This is an optimization exercise on Yosys and OpenROAD, whose aim is small area, a short achievable clock period and few clock cycles, not a production implementation. At most, simulation tests tie the RTL to the original design; equivalence was not proved. For run 2, only the layout was checked, not whether the RTL still works.

## flow/config.mk

```make
export PLATFORM = sky130hd
export DESIGN_NAME = dds_spi_command_framer_core
export DESIGN_NICKNAME = dds_spi_command_framer_core
export VERILOG_FILES = /design/flow/design.v
export SDC_FILE = /design/flow/constraint.sdc
export NUM_CORES = 4
export LEC_CHECK = 0
export ABC_AREA = 1
export CAP_MARGIN = 20
export CORE_MARGIN = 2
export CORE_UTILIZATION = 40
export SETUP_SLACK_MARGIN = 5
export SLEW_MARGIN = 20
```

## flow/constraint.sdc

```tcl
create_clock -name core_clock -period 10.0 [get_ports {clk}]
set_input_delay 2.0000 -clock core_clock [delete_from_list [all_inputs] [get_ports {clk}]]
set_output_delay 2.0000 -clock core_clock [all_outputs]
set_load 0.01 [all_outputs]
```

## flow/design.v

```verilog
`default_nettype none
package dsf_pkg;
  localparam logic [1:0] OP_FREQ     = 2'd0;
  localparam logic [1:0] OP_AMP      = 2'd1;
  localparam logic [1:0] OP_PHASE    = 2'd2;
  localparam logic [1:0] OP_FREQ_ALL = 2'd3;
  localparam logic [6:0] SELECT_ADDR_RESET = 7'd0;
  localparam logic [6:0] FREQ_ADDR_RESET   = 7'd4;
  localparam logic [6:0] AMP_ADDR_RESET    = 7'd6;
  localparam logic [6:0] PHASE_ADDR_RESET  = 7'd5;
  localparam logic [22:0] DIV_FREQ = 23'd1953125;
  localparam logic [6:0]  DIV_PHASE  = 7'd45;
  localparam logic [24:0] PHASE_FULL = 25'd23592960;
  localparam logic [24:0] PHASE_TOP  = 25'd23593680;
  function automatic logic [24:0] borrows(input logic [23:0] x, input logic [23:0] d, input int w);
    logic [23:0] g, p, g2, p2;
    logic [24:0] b;
    for (int i = 0; i < 24; i++) begin
      g[i] = (i < w) && d[i] && !x[i];
      p[i] = (i < w) && (d[i] || !x[i]);
    end
    for (int s = 1; s < 24; s = s * 2) begin
      for (int i = 0; i < 24; i++) begin
        if ((i / s) % 2 == 1) begin
          g2[i] = g[i] | (p[i] & g[(i / s) * s - 1]);
          p2[i] = p[i] & p[(i / s) * s - 1];
        end else begin
          g2[i] = g[i];
          p2[i] = p[i];
        end
      end
      g = g2;
      p = p2;
    end
    b[0] = 1'b0;
    for (int i = 0; i < 24; i++) b[i+1] = g[i];
    borrows = b;
  endfunction
  function automatic logic [24:0] sub25(input logic [24:0] x, input logic [24:0] d);
    logic [24:0] g, p, g2, p2;
    logic [25:0] b;
    for (int i = 0; i < 25; i++) begin
      g[i] = d[i] && !x[i];
      p[i] = d[i] || !x[i];
    end
    for (int s = 1; s < 25; s = s * 2) begin
      for (int i = 0; i < 25; i++) begin
        if ((i / s) % 2 == 1) begin
          g2[i] = g[i] | (p[i] & g[(i / s) * s - 1]);
          p2[i] = p[i] & p[(i / s) * s - 1];
        end else begin
          g2[i] = g[i];
          p2[i] = p[i];
        end
      end
      g = g2;
      p = p2;
    end
    b[0] = 1'b0;
    for (int i = 0; i < 25; i++) b[i+1] = g[i];
    sub25 = x ^ d ^ b[24:0];
  endfunction
endpackage
`default_nettype wire
`default_nettype none
module dsf_calc #(
  parameter int K = 1
) (
  input  wire logic [20:0]  a,
  input  wire logic [K-1:0] din,
  output logic [20:0]       a_next,
  output logic [K-1:0]      q
);
  localparam int W = 21 + K;
  localparam int M = (1 << K) - 1;
  logic [W-1:0] x;
  logic [M+1:1] ge;
  logic [24:0]  bf [M+1];
  logic [23:0]  df [M+1];
  logic [M:0]   sel;
  logic [W-1:0] flip;
  assign x = {a, din};
  always_comb begin
    for (int j = 1; j <= M; j++) begin
      df[j] = 24'(dsf_pkg::DIV_FREQ * j);
      bf[j] = dsf_pkg::borrows(24'(x), df[j], W);
      ge[j] = !bf[j][W];
    end
    ge[M+1] = 1'b0;
    df[0] = '0;
    bf[0] = '0;
  end
  always_comb begin
    sel[0] = !ge[1];
    for (int j = 1; j <= M; j++) sel[j] = ge[j] && !ge[j+1];
    q = '0;
    for (int j = 1; j <= M; j++) if (sel[j]) q = K'(j);
  end
  always_comb begin
    for (int i = 0; i < W; i++) begin
      flip[i] = 1'b0;
      for (int j = 1; j <= M; j++) flip[i] = flip[i] | (sel[j] & (df[j][i] ^ bf[j][i]));
    end
  end
  assign a_next = x[20:0] ^ flip[20:0];
endmodule
module dsf_phase_step (
  input  wire logic [5:0] r,
  input  wire logic       din,
  output logic [5:0]      r_next,
  output logic            q
);
  logic [6:0] x;
  assign x      = {r, din};
  assign q      = (x >= dsf_pkg::DIV_PHASE);
  assign r_next = q ? 6'(x - dsf_pkg::DIV_PHASE) : x[5:0];
endmodule
`default_nettype wire
`default_nettype none
module dds_spi_command_framer_core (
  input  wire logic        clk,
  input  wire logic        rst,
  input  wire logic        cmd_valid,
  output logic             cmd_ready,
  input  wire logic [1:0]  cmd_op,
  input  wire logic [2:0]  cmd_channel,
  input  wire logic [28:0] cmd_frequency_hz,
  input  wire logic [15:0] cmd_amplitude_word,
  input  wire logic [25:0] cmd_phase_deg_q16,
  output logic             spi_valid,
  input  wire logic        spi_ready,
  output logic [7:0]       spi_byte,
  output logic             spi_frame_end,
  output logic             spi_last,
  input  wire logic        cfg_wr_en,
  input  wire logic [1:0]  cfg_index,
  input  wire logic [6:0]  cfg_data
);
  logic [6:0]  sel_addr, freq_addr, amp_addr, phase_addr;
  logic        busy;
  logic [1:0]  op;
  logic [1:0]  ch;
  logic [2:0]  idx;
  logic        dv;         
  logic        is_phase;
  logic [20:0] a;
  logic [31:0] q;
  logic        out_valid;
  logic [7:0]  out_byte;
  logic        out_frame_end;
  logic        out_last;
  logic        adv;
  logic [2:0]  lidx;
  logic        pair_end;
  logic        cmd_end;
  logic        take;
  logic        keep;
  logic        step_en;
  logic [6:0]  val_addr;
  logic [7:0]  byte_next;
  logic [20:0] fa1, fa2;
  logic [2:0]  qa;
  logic [1:0]  qb;
  logic        din_c;
  logic [31:0] sq2, sq5;
  logic [5:0]  pr [6];
  logic [4:0]  pq;
  logic [24:0] ph_num;
  logic [20:0] a_init;
  logic [31:0] q_init;
  always_ff @(posedge clk) begin
    if (rst) begin
      sel_addr   <= dsf_pkg::SELECT_ADDR_RESET;
      freq_addr  <= dsf_pkg::FREQ_ADDR_RESET;
      amp_addr   <= dsf_pkg::AMP_ADDR_RESET;
      phase_addr <= dsf_pkg::PHASE_ADDR_RESET;
    end else if (cfg_wr_en) begin
      case (cfg_index)
        2'd0: sel_addr   <= cfg_data;
        2'd1: freq_addr  <= cfg_data;
        2'd2: amp_addr   <= cfg_data;
        default: phase_addr <= cfg_data;
      endcase
    end
  end
  assign adv       = !out_valid || spi_ready;
  assign pair_end  = (idx == lidx);
  assign cmd_end   = pair_end && ((op != dsf_pkg::OP_FREQ_ALL) || (ch == 2'd3));
  assign cmd_ready = !busy || (adv && cmd_end);
  assign take      = cmd_valid && cmd_ready;
  assign keep      = (cmd_op == dsf_pkg::OP_FREQ_ALL) || !cmd_channel[2];
  assign step_en   = busy && adv && dv;
  always_comb begin
    case (op)
      dsf_pkg::OP_AMP:   lidx = 3'd5;
      dsf_pkg::OP_PHASE: lidx = 3'd4;
      default:           lidx = 3'd6;
    endcase
  end
  always_comb begin
    case (op)
      dsf_pkg::OP_AMP:   val_addr = amp_addr;
      dsf_pkg::OP_PHASE: val_addr = phase_addr;
      default:           val_addr = freq_addr;
    endcase
  end
  dsf_calc #(.K(3)) u_step0 (.a (a),   .din (q[31:29]), .a_next (fa1), .q (qa));
  assign din_c = q[27] && (idx != 3'd6);
  dsf_calc #(.K(2)) u_step1 (.a (fa1), .din ({q[28], din_c}), .a_next (fa2), .q (qb));
  assign pr[0] = a[5:0];
  for (genvar i = 0; i < 5; i++) begin : g_ph
    dsf_phase_step u_ph (.r (pr[i]), .din (q[31-i]), .r_next (pr[i+1]), .q (pq[4-i]));
  end
  assign sq2 = {q[29:0], qa[2:1]};
  assign sq5 = {q[26:0], (is_phase ? pq : {qa, qb})};
  always_comb begin
    if (cmd_phase_deg_q16[25]) begin
      ph_num = dsf_pkg::PHASE_TOP;
    end else if (cmd_phase_deg_q16[24:0] > dsf_pkg::PHASE_FULL) begin
      ph_num = dsf_pkg::PHASE_TOP - dsf_pkg::PHASE_FULL;
    end else begin
      ph_num = ~dsf_pkg::sub25(cmd_phase_deg_q16[24:0], dsf_pkg::PHASE_TOP + 25'd1);
    end
  end
  always_comb begin
    a_init = {3'd0, cmd_frequency_hz[28:11]};
    case (cmd_op)
      dsf_pkg::OP_PHASE: begin
        a_init[5:0] = {5'd0, ph_num[24]};
        q_init = {ph_num[23:5], 13'd0};
      end
      dsf_pkg::OP_AMP: begin
        q_init = {8'h00, cmd_amplitude_word[15:8] | 8'h10, cmd_amplitude_word[7:0], 8'h00};
      end
      default: begin
        q_init = {cmd_frequency_hz[10:0], 21'd0};
      end
    endcase
  end
  always_comb begin
    case (idx)
      3'd0:    byte_next = {1'b0, sel_addr};
      3'd1:    byte_next = 8'h10 << ch;
      3'd2:    byte_next = {1'b0, val_addr};
      3'd3:    byte_next = dv ? q[11:4] : q[31:24];
      3'd4:    byte_next = dv ? q[8:1]  : q[23:16];
      3'd5:    byte_next = dv ? sq2[7:0] : q[15:8];
      default: byte_next = dv ? sq5[7:0] : q[7:0];
    endcase
  end
  always_ff @(posedge clk) begin
    if (rst) begin
      busy      <= 1'b0;
      out_valid <= 1'b0;
    end else begin
      if (adv) begin
        out_valid <= busy;
      end
      if (cmd_ready) begin
        busy <= cmd_valid && keep;
      end
    end
  end
  always_ff @(posedge clk) begin
    if (take) begin
      op       <= cmd_op;
      is_phase <= (cmd_op == dsf_pkg::OP_PHASE);
      dv       <= (cmd_op != dsf_pkg::OP_AMP);
      ch       <= (cmd_op == dsf_pkg::OP_FREQ_ALL) ? 2'd0 : cmd_channel[1:0];
      idx      <= 3'd0;
      a        <= a_init;
      q        <= q_init;
    end else begin
      if (busy && adv) begin
        if (pair_end) begin
          idx <= 3'd0;
          ch  <= ch + 2'd1;
          dv  <= 1'b0;
        end else begin
          idx <= idx + 3'd1;
        end
      end
      if (step_en) begin
        a <= {fa2[20:6], (is_phase ? pr[5] : fa2[5:0])};
        q <= sq5;
      end
    end
  end
  always_ff @(posedge clk) begin
    if (busy && adv) begin
      out_byte      <= byte_next;
      out_frame_end <= (idx == 3'd1) || pair_end;
      out_last      <= cmd_end;
    end
  end
  assign spi_valid     = out_valid;
  assign spi_byte      = out_byte;
  assign spi_frame_end = out_frame_end;
  assign spi_last      = out_last;
endmodule
`default_nettype wire
```

## flow/flow/run.sh

```bash
#!/bin/bash
# The standard layout (standard synthesis included), with the port buffers
# made of sky130_fd_sc_hd__buf_1 instead of the delay cell buffer_ports picks
# by default. ORFS keeps each step's full log under orfs/logs; make's own
# output goes to make_finish.log here.
set -euo pipefail
bash standard.sh "BUFFER_PORTS_ARGS=-buffer_cell sky130_fd_sc_hd__buf_1" finish > make_finish.log 2>&1
```

## flow/standard.sh

```bash
#!/bin/bash
# synth_recipe.tcl (not shown) runs the flow's synth.tcl, then flattens the netlist and writes it again
# the make line also repeats each setting of config.mk as NAME=value (left out here)
make -C /OpenROAD-flow-scripts/flow DESIGN_CONFIG=/design/flow/config.mk WORK_HOME=/design/flow/orfs CLKGATE_MAP_FILE= SYNTH_SCRIPT=/design/flow/synth_recipe.tcl "${@:-finish}"
```

==> results.json, run 1 <==
{
  "status": "finished clean",
  "setup_violations": 0,
  "crit_top_cell": "nand2_1",
  "synth_cells": 1691,
  "fin_nets": 1905,
  "syn_nets": 1807,
  "drt-total-wl_mm": 34.8,
  "synthDistinctLibCells": 59,
  "hold_violations": 0,
  "avgSynthCellArea_um2": 6.14,
  "cts.root.buffer_cell": "clkbuf_16",
  "synthToLayoutAreaGrowth_pct": 11.7,
  "overflow": 0,
  "worst_pin_slew_ns": 0.854,
  "crit_family": "simple AND/OR/NAND/NOR gates",
  "hpwl_mm": 26.8,
  "cts.hold.buffers_added": 0,
  "die_w_um": 165,
  "drv_slew": 0,
  "cts_tree": "built",
  "clk_pin_slew_ns": 0.09,
  "fin_crit_sh_pct": 46.9,
  "antenna_cells": 0,
  "vias": 11600,
  "ant_nets": 0,
  "clock_path_buffers": 2,
  "critPathKind": "register to register",
  "pin_count": 102,
  "min_path_type": "register to register",
  "start_kind": "register",
  "dp_cells": 2086,
  "remaining_drc_errors": 0,
  "timing.fmax_ghz": 0.213,
  "final_util_pct": 45.8,
  "ys_seq_area_share_pct": 26.0,
  "port_buffers": 100,
  "yosys_register_bits": 102,
  "htree_levels": 3,
  "synth_flop_cell": "edfxtp_1",
  "crit_slowest_cell": "edfxtp_1",
  "drv_cap": 0,
  "grtUsageTotal_pct": 25.5,
  "place.gp.congestion": 0.937,
  "core_um2": 25300,
  "async_flop_share_pct": 0,
  "start_util_pct": 41.0,
  "syn_area_um2": 10400,
  "antenna_found_initial": 0,
  "layout.cells.non_filler": 2124,
  "rsz0062_at_grt": "true",
  "worstPathArrival_ns": 4.81,
  "finalClockSkew_ns": 0.0124,
  "fin_setup_tns_ns": 0,
  "drt_iter0_drc": 959,
  "routedWlPerCell_um": 16.4,
  "viasPerCell": 5.48,
  "synth-edff-count": 66,
  "fin_crit_ns": 4.69,
  "drive_above_1_share_pct": 11.6,
  "cts-buffers-inserted": 9,
  "clk_latency_ns": 0.37,
  "grt_pass1_wl_mm": 54.8,
  "end_kind": "register",
  "drtPass1Iterations": 5,
  "required_ns": 10.12,
  "dieArea_um2": 27300,
  "yosysWarnings": 9,
  "first_global_vias": 10500,
  "num_rows": 58,
  "grt_max_degree": 56,
  "cts_sinks": 102,
  "mostFrequentLayoutCells": "496 x nand2_1, 201 x nor2_1, 176 x nand3_1, 164 x inv_1, 100 x buf_1",
  "final_common_cell": "nand2_1",
  "relSlewSlack_pct": 43.0,
  "critPathMaxFanout": 14,
  "die_y_um": 165,
  "cp_num_buf_inv": 5,
  "cpPeakStageDelay_ns": 0.52
}
-- state kept, by name, indices dropped and copies added (netlist names), 3 cells and up --
register / count
phase_addr: 7
out_byte: 8
a: 21
amp_addr: 7
q: 32
sel_addr: 7
freq_addr: 7
idx: 3
-- layout make-up --
type / instances / area, um2
fill: 2712 / 13700
clock inverter: 7 / 83.8
multi-input combinational: 1345 / 6820
sequential: 102 / 2700
timing repair buffer: 125 / 576
tap: 330 / 413
inverter: 206 / 786
clock buffer: 9 / 225
-- per-stage QoR --
step | cell area (um2) | hold slack [ns] | worst slack (ns)
after global placement | 11000 | 0.437 | 4.51
after detailed placement | 11000 | 0.444 | 4.49
final | 11600 | 0.464 | 5.31
after CTS | 11400 | 0.467 | 5.01
after floorplan | 10400 | 0.424 | 5.38
after global routing | 11600 | 0.491 | 4.97
-- cells by family (layout without fill, tap and decap cells) --
kind of cell / after synthesis / count (layout) / synth area share, %
buf+inv: 246 / 347 / 9.58
flops: 102 / 102 / 26.0
xor+xnor: 12 / 12 / 1.01
fa+ha+maj: 26 / 26 / 3.13
simple gates: 1057 / 1059 / 45.8
compound gates: 248 / 248 / 14.4
-- worst paths after layout --
path	start	endpoint	slack (ns)	depth (start not counted)
worst max-delay path	q[31]$_DFFE_PP_	a[8]$_DFFE_PP_	5.31	33
worst min register to register	freq_addr[2]$_SDFFE_PP1P_	freq_addr[2]$_SDFFE_PP1P_	0.46	2
worst max register to register	q[31]$_DFFE_PP_	a[8]$_DFFE_PP_	5.31	33
worst min-delay path	freq_addr[2]$_SDFFE_PP1P_	freq_addr[2]$_SDFFE_PP1P_	0.46	2
-- cell usage after synthesis (all sizes together) (2+ instances only) --
master     n  area [um2]
a2111oi    4        35.0
a211oi     2        15.0
a21boi     2        18.8
a21o       3        22.5
a21oi     72         420
a221oi     5        43.8
a22o       3        26.3
a22oi      6        45.0
a31oi     16         106
buf       22         149
clkbuf    18        67.6
clkinv     3        16.3
dfxtp     36         721
edfxtp    66        1980
ha        26         325
inv      203         762
nand2    553        2230
nand3    196        1080
nand3b     4        30.0
nand4     47         294
nor2     226         948
nor3      15        75.1
nor3b      2        15.0
nor4       6        37.5
o211ai     8        60.1
o21ai    113         584
o21bai     2        26.3
o221ai     3        26.3
o22ai      3        18.8
o31ai      3        22.5
or2        6        37.5
xnor2      3        26.3
xor2       9        78.8
-- worst register-to-register path: cells and delay by family, from the launching register on --
family,cells,cell delay [ns]
simple gates,27,2.95
buf+inv,5,0.73
flops,1,0.52
fa+ha+maj,1,0.25
-- per-layer routing --
layer  up-vias  part of all wire [%]  global-route usage [%]
met4         0                   2.6                    7.83
met1      5318                    43                    34.1
met2       453                    47                    43.1
met5         -                     0                       0
met3        76                   6.6                    2.97
li1       5797                     -                       -
-- timing repair --
action,in CTS,in global routing
setup buffers,6,14
setup endpoints to repair,24,28
gates resized for setup,4,29
pin swaps,1,8
gates cloned,1,1
Testbench counts, summed over its fixed seeds: cycles 10,932.
==> run 2: changes to the inputs <==
--- a/flow/design.v
+++ b/flow/design.v
@@ -35,30 +35,6 @@
     b[0] = 1'b0;
     for (int i = 0; i < 24; i++) b[i+1] = g[i];
     borrows = b;
-  endfunction
-  function automatic logic [24:0] sub25(input logic [24:0] x, input logic [24:0] d);
-    logic [24:0] g, p, g2, p2;
-    logic [25:0] b;
-    for (int i = 0; i < 25; i++) begin
-      g[i] = d[i] && !x[i];
-      p[i] = d[i] || !x[i];
-    end
-    for (int s = 1; s < 25; s = s * 2) begin
-      for (int i = 0; i < 25; i++) begin
-        if ((i / s) % 2 == 1) begin
-          g2[i] = g[i] | (p[i] & g[(i / s) * s - 1]);
-          p2[i] = p[i] & p[(i / s) * s - 1];
-        end else begin
-          g2[i] = g[i];
-          p2[i] = p[i];
-        end
-      end
-      g = g2;
-      p = p2;
-    end
-    b[0] = 1'b0;
-    for (int i = 0; i < 25; i++) b[i+1] = g[i];
-    sub25 = x ^ d ^ b[24:0];
   endfunction
 endpackage
 `default_nettype wire
@@ -219,7 +195,7 @@
     end else if (cmd_phase_deg_q16[24:0] > dsf_pkg::PHASE_FULL) begin
       ph_num = dsf_pkg::PHASE_TOP - dsf_pkg::PHASE_FULL;
     end else begin
-      ph_num = ~dsf_pkg::sub25(cmd_phase_deg_q16[24:0], dsf_pkg::PHASE_TOP + 25'd1);
+      ph_num = dsf_pkg::PHASE_TOP - cmd_phase_deg_q16[24:0];
     end
   end
   always_comb begin
--- a/flow/config.mk
+++ b/flow/config.mk
@@ -8,6 +8,6 @@
 export ABC_AREA = 1
 export CAP_MARGIN = 20
 export CORE_MARGIN = 2
-export CORE_UTILIZATION = 40
+export CORE_UTILIZATION = 65
 export SETUP_SLACK_MARGIN = 5
 export SLEW_MARGIN = 20
==> run 2 against run 1 <==
Net effect: still clean on timing, DRC and antenna; area after synthesis decreased by 1.2%; via count grew 6.2%; sequential share of layout area fell by 0.98 points; clock skew down 0.0024 ns; critical path depth increased by 7; global-route usage up 11 points; register-to-register slack worse by 0.29 ns; first-iteration DRC count up 71%; core utilization grew 33 points; non-clock buffer count rose by 55; count of clock-buffer cells in the layout up 1; critical path type unchanged; highest routed layer unchanged.
==> results.json, run 2 <==
{
  "status": "finished clean",
  "reg2reg_from": "q[31]$_DFFE_PP_",
  "htree_levels": 3,
  "drv_cap": 0,
  "yosys.area_share.simple_pct": 43.8,
  "drt-total-wl_mm": 33.9,
  "fin_nets": 1927,
  "top_regs": "q x32, a x21, out_byte x8",
  "final_cell_area_um2": 12100,
  "routedWlPerCell_um": 16.8,
  "synthMuxAreaShare_pct": 0,
  "drv_slew": 0,
  "crit_start": "q[31]$_DFFE_PP_",
  "start_util_pct": 67.0,
  "synth-edff-count": 66,
  "avgSynthCellArea_um2": 6.19,
  "async_flop_share_pct": 0,
  "worst_pin_slew_ns": 0.940,
  "reg2reg_depth": 40,
  "vias": 12400,
  "grt_max_degree": 52,
  "worstPathArrival_ns": 5.08,
  "timing.fmax_ghz": 0.201,
  "r2r_slack_ns": 5.02,
  "remaining_drc_errors": 0,
  "synth.top_cell.area_share_pct": 19.3,
  "synth_top_family_by_area": "simple AND/OR/NAND/NOR gates",
  "overflow": 0,
  "fill_cells": 1123,
  "yosys.area.top_type": "edfxtp_1",
  "synth_cells": 1658,
  "ant_nets": 0,
  "crit_slowest_cell": "edfxtp_1",
  "layout.cells.non_filler": 2025,
  "drtPass1Iterations": 6,
  "fin_crit_ns": 4.98,
  "synthToLayoutAreaGrowth_pct": 18.0,
  "setup_violations": 0,
  "finalClockSkew_ns": 0.00992,
  "cts-buffers-inserted": 9,
  "yosysWarnings": 9,
  "regMostFlops": "q",
  "dpl_cell_area_um2": 10700,
  "port_buffers": 100,
  "ys_seq_area_share_pct": 26.3,
  "cts_tree": "built",
  "end_kind": "register",
  "critPathMaxFanout": 7,
  "syn_area_um2": 10300,
  "fin_setup_tns_ns": 0,
  "cts_sinks": 102,
  "synthDistinctLibCells": 60,
  "min_path_type": "register to register",
  "synth-compound-area-share_pct": 15.3,
  "synth.most_common_cell": "nand2_1",
  "num_rows": 45,
  "endpoint": "a[1]$_DFFE_PP_",
  "antenna_cells": 0,
  "synth_flop_cell": "edfxtp_1",
  "grtUsageTotal_pct": 36.5,
  "required_ns": 10.11,
  "die_w_um": 130,
  "first_global_vias": 10400,
  "drive_above_1_share_pct": 16.0,
  "synthAdderAreaFrac_pct": 3.41,
  "critPathKind": "register to register",
  "fin_crit_sh_pct": 49.8,
  "core_um2": 15300,
  "drt_iter0_drc": 1639,
  "cts.hold.buffers_added": 0,
  "final_common_cell": "nand2_1",
  "hold_ws_ns": 0.465,
  "relSlewSlack_pct": 36.8,
  "grt_pass1_wl_mm": 49.3,
  "hpwl_mm": 23.0,
  "yosys_register_bits": 102,
  "cpPeakStageDelay_ns": 0.50,
  "mostFrequentLayoutCells": "452 x nand2_1, 174 x nor2_1, 172 x inv_1, 167 x nand3_1, 100 x buf_1",
  "largest_reg_flops": 32,
  "place.gp.congestion": 1.00,
  "clk_latency_ns": 0.36,
  "pin_count": 102,
  "timing.rr.end": "a[1]$_DFFE_PP_",
  "clock_path_buffers": 2,
  "die_y_um": 130,
  "antenna_found_initial": 0,
  "synthTopCellsByArea": "edfxtp_1 19%, nand2_1 17%, nand3_1 8.7%",
  "dp_cells": 1930,
  "cts.root.buffer_cell": "clkbuf_16",
  "hold_violations": 0,
  "synth_commonest_cells": "478 x nand2_1, 192 x nor2_1, 179 x nand3_1",
  "clk_pin_slew_ns": 0.08,
  "rsz0062_at_grt": "false",
  "dieArea_um2": 16800,
  "start_kind": "register",
  "viasPerCell": 6.11,
  "syn_nets": 1776,
  "synth-xor-area-share_pct": 1.77
}
## run 2: repair_timing
action	CTS	global route
resized for setup	6	117
gates cloned	0	2
pin swaps	4	48
buffers inserted	15	62
setup endpoints to repair	27	31
## run 2: area by class of cell
| class | instances | area (um2) | area share [%] |
|---|---|---|---|
| clock inverters | 6 | 60.1 | 0.496 |
| inverters | 202 | 768 | 6.34 |
| well taps | 211 | 264 | 2.18 |
| flip-flops and latches | 102 | 2700 | 22.3 |
| multi-input cells | 1314 | 7040 | 58.1 |
| repair buffers | 180 | 1030 | 8.49 |
| clock buffers | 10 | 250 | 2.07 |
## run 2: kinds of logic after synthesis
kind of cell | after synthesis
DFF | 102
xor gates and xnor gates | 19
adders and majority gates | 28
AOI/OAI and AO/OA | 263
and+or+nand+nor | 1002
buffers and inverters | 244
## run 2: metrics by stage
| stage | worst slack [ns] | utilization, % |
|---|---|---|
| finish | 5.02 | 79.1 |
| global route | 4.80 | 79.1 |
| CTS | 5.00 | 72.9 |
| detailed placement | 4.38 | 70.0 |
| global placement | 4.47 | 70.0 |
| floorplan | 5.09 | - |
## run 2: metal layers
metal,share of wire (%),up-vias,GRT usage (%)
met1,38,5505,47.5
li1,-,5817,-
met2,47,863,61.8
met5,0,-,0
met4,4.8,0,15.7
met3,10,181,4.00
## run 2: worst max-delay path: cells and delay by family (launching register included)
family	cells	cell delay (ns)
buffers and inverters	6	0.57
and+or+nand+nor	30	2.90
DFF	1	0.50
AOI/OAI and AO/OA	1	0.23
adders and majority gates	3	0.51
## run 2: how the worst min path moves through the flow
stage | startpoint | end | slack (ns) | cells after the start
finish | freq_addr[2]$_SDFFE_PP1P_ | freq_addr[2]$_SDFFE_PP1P_ | 0.47 | 2
global route | freq_addr[2]$_SDFFE_PP1P_ | freq_addr[2]$_SDFFE_PP1P_ | 0.49 | 2
CTS | freq_addr[2]$_SDFFE_PP1P_ | freq_addr[2]$_SDFFE_PP1P_ | 0.46 | 2
detailed placement | freq_addr[2]$_SDFFE_PP1P_ | freq_addr[2]$_SDFFE_PP1P_ | 0.44 | 2
global placement | freq_addr[2]$_SDFFE_PP1P_ | freq_addr[2]$_SDFFE_PP1P_ | 0.44 | 2
floorplan | freq_addr[2]$_SDFFE_PP1P_ | freq_addr[2]$_SDFFE_PP1P_ | 0.42 | 2

-- port drivers added, routing unchanged --
In the flow no input, the clock included, has a driving cell. The finished layouts below were timed again as built, in two steps. Step 1 (the two cells are an assumption about what drives the block):
set clk [get_ports {clk}]
set_driving_cell -lib_cell sky130_fd_sc_hd__clkbuf_16 $clk
set_driving_cell -lib_cell sky130_fd_sc_hd__buf_2 [delete_from_list [all_inputs] $clk]
Step 2 times the ports against the registers' clock, not the clock port: input delays grow and output delays shrink by t, the midpoint of the rising clock arrivals with the driver on. a / b / c = ideal ports / drivers / drivers and shift; a / b = the first two.
| run | shift t [ns] | setup WS [ns] | worst slew at a driven data input, ns |
|---|---|---|---|
| run 1 | 0.402 | 5.308 / 5.308 / 5.056 | 0.04 |
| run 2 | 0.401 | 5.023 / 5.023 / 4.768 | 0.04 |
After both steps setup and hold are still met in every run listed. For run 2, which loses most, drivers alone change the setup slack by 0.000 ns; drivers and shift together by -0.255 ns.
